Source: an optimization exercise on an open RTL-to-GDS flow (aim: small area, a short achievable clock period and few clock cycles per item). Production flows keep margins and buffers that such runs may drop. Only simulation tests tie the RTL to the original design; equivalence was not proved. The flow treats the clock pin as an ideal source, which a real chip does not have. Power figures rest on the tool's default switching activity, not on a simulated workload.

## main
==> flow/design.v (excerpt) <==
module lru_block_cache_directory (
    input  wire logic                          i_clk,
    input  wire logic                          i_rst_n,
    input  wire logic                          i_in_valid,
    output logic                               o_in_stall,
    input  wire logic [lrud_pkg::KIND_W-1:0]   i_kind,
    input  wire logic [lrud_pkg::BLOCK_W-1:0]  i_block_number,
    input  wire logic                          i_insert_dirty,
    output logic                               o_out_valid,
    input  wire logic                          i_out_stall,
    output logic                               o_hit,
    output logic      [lrud_pkg::OWAY_W-1:0]   o_way,
    output logic                               o_evicted,
    output logic      [lrud_pkg::BLOCK_W-1:0]  o_evicted_block,
    output logic                               o_evicted_dirty,
    output logic      [lrud_pkg::TOTAL_W-1:0]  o_hit_total,
    output logic      [lrud_pkg::TOTAL_W-1:0]  o_miss_total,
    input  wire logic                          psel,
    input  wire logic                          penable,
    input  wire logic                          pwrite,
    input  wire logic [lrud_pkg::ADDR_W-1:0]   paddr,
    input  wire logic [lrud_pkg::DATA_W-1:0]   pwdata,
    output logic      [lrud_pkg::DATA_W-1:0]   prdata,
    output logic                               pready
);
==> flow/config.mk <==
export PLATFORM = sky130hd
export DESIGN_NAME = lru_block_cache_directory
export DESIGN_NICKNAME = lru_block_cache_directory
export VERILOG_FILES = /design/flow/design.v
export SDC_FILE = /design/flow/constraint.sdc
export NUM_CORES = 4
export LEC_CHECK = 0
export CAP_MARGIN = 20
export CORE_MARGIN = 2
export CORE_UTILIZATION = 60
export CTS_CLUSTER_DIAMETER = 90
export CTS_CLUSTER_SIZE = 24
export SLEW_MARGIN = 20
export TNS_END_PERCENT = 5
==> flow/constraint.sdc <==
create_clock -name core_clock -period 13.0 [get_ports {i_clk}]
set_input_delay 2.6000 -clock core_clock [delete_from_list [all_inputs] [get_ports {i_clk}]]
set_output_delay 2.6000 -clock core_clock [all_outputs]
set_load 0.01 [all_outputs]
standard.sh (not shown) runs the stock make flow with config.mk's settings and CLKGATE_MAP_FILE= SYNTH_SCRIPT=/design/flow/synth_recipe.tcl, a recipe that flattens the netlist after the stock synthesis.
==> flow/flow/run.sh <==
#!/bin/bash
# Layout flow: the standard ORFS flow (standard.sh) with
#  - port buffers of buf_2 instead of the default choice, a slow delay buffer;
#  - SKIP_REPAIR_TIE_FANOUT, so the constant outputs share the synthesis's
#    single tie cell instead of one tie cell each;
set -euo pipefail
export FLOW_CLOCK_PORT=i_clk
bash standard.sh \
    "BUFFER_PORTS_ARGS=-buffer_cell sky130_fd_sc_hd__buf_2" \
    SETUP_SLACK_MARGIN=9.5 \
    SKIP_REPAIR_TIE_FANOUT=1 \
    "PRE_CTS_TCL=$PWD/flow/cts_hook.tcl" \
    finish > flow_make.log 2>&1
Other scripts of this flow, unchanged in this note and not shown: flow/flow/cts_hook.tcl
main: all stages complete, timing, DRC and antenna checks passed
Testbench counts of main, summed over its fixed seeds: cycles 16,016, items 16,000.
Input-level comparison between the feature branch and main:
Settings: swapping 24 for 20 in CTS_CLUSTER_SIZE; swapping 90 for 80 in CTS_CLUSTER_DIAMETER; swapping 60 for 70 in CORE_UTILIZATION; putting PLACE_DENSITY at 0.75 where nothing was set.
### Flow results
Count of cells along the worst hold path: main and the feature branch compared, higher one is main. In the flow results for main and the feature branch, the clock share of power is smaller on main. [the feature branch vs main] overall routed net length: lower in the feature branch. Peak per-stage delay on the critical path on the feature branch is down relative to main.

Setup of run 1:
Starting RTL as in the previous note.
clock: 13.0 ns
lec_check: 0
cap_margin: 20
core_margin: 2
core_utilization: 60
cts_cluster_diameter: 80
cts_cluster_size: 20
slew_margin: 20
tns_end_percent: 5
Scripts as last shown in full above: flow/flow/run.sh
Other scripts of this flow, unchanged in this note and not shown: flow/flow/cts_hook.tcl
Testbench counts of run 1, summed over its fixed seeds: cycles 16,016, items 16,000.
diff inputs: run 1 => run 2
--- a/flow/flow/run.sh
+++ b/flow/flow/run.sh
@@ -4,2 +3,0 @@
-#  - SKIP_REPAIR_TIE_FANOUT, so the constant outputs share the synthesis's
-#    single tie cell instead of one tie cell each;
@@ -10,2 +8 @@
-    SETUP_SLACK_MARGIN=9.5 \
-    SKIP_REPAIR_TIE_FANOUT=1 \
+    SETUP_SLACK_MARGIN=9.8 \
Results
Run 2: overall routing resource usage is 0.97 points higher than what run 1 reported.
Compared with run 1, in run 2 wire length of the first global-routing pass rose by 3.0%; number of instances resized during post-cts repair grew by 75%; switching portion of total power went up by 0.37 points.
Run 2 ran to completion and came out clean on the timing, DRC and antenna checks.
Cell at the slowest stage of the critical path: sky130_fd_sc_hd__dfxtp_4 -> run 2, sky130_fd_sc_hd__dfxtp_2 -> run 1
End of the critical path = o_miss_total[10]: run 2; end of the critical path = o_miss_total[7]: run 1
Edits applied to the flow inputs when going from run 2 to run 3:
--- a/flow/flow/run.sh
+++ b/flow/flow/run.sh
@@ -8 +8 @@
-    SETUP_SLACK_MARGIN=9.8 \
+    SETUP_SLACK_MARGIN=9.5 \
==> comparison <==
Total length of routed wires (higher): run 2
Run 3: PASS, flow complete, no timing, DRC or antenna violations
On register cell area after layout, run 3 tracks run 2 almost exactly.
Length of routed wiring on met1 ends up lower on run 3.
Diff run 2 -> run 3 | area of the multi-input gates | decrease of about 0.9%
Number of diodes added for antenna fixing came out exactly the same in run 2 and run 3.
Between run 3 and run 2, it is run 3 whose overall track demand over capacity in global routing is lower, by 0.20 points.

## re-timing with driven ports
No port has a modelled driver above. Below, the same layouts with a new extraction and two added sets of constraints.
Step 1, drivers: a clkbuf_16 drives i_clk and a buf_2 each remaining input, both assumed.
Step 2 moves the port delays by t, midway between the first and last clock arrival at a register: inputs arrive t later, outputs are due t later. That takes back most of the time a late clock gives input paths.
Slacks: ideal / step 1 / step 2; pairs: ideal / step 1.
run	t (ns)	setup WS [ns]	worst data-port slew with drivers (ns)
main	0.401	9.463 / 9.367 / 9.194	0.06
the feature branch	0.388	9.433 / 9.378 / 9.166	0.06
run 1	0.397	9.464 / 9.365 / 9.198	0.07
run 2	0.400	9.472 / 9.371 / 9.257	0.07
run 3	0.387	9.468 / 9.376 / 9.181	0.07
After both steps setup and hold are still met in every run listed. The setup slack of run 3, which loses most, moves by -0.092 ns with the drivers and by -0.287 ns with both steps.
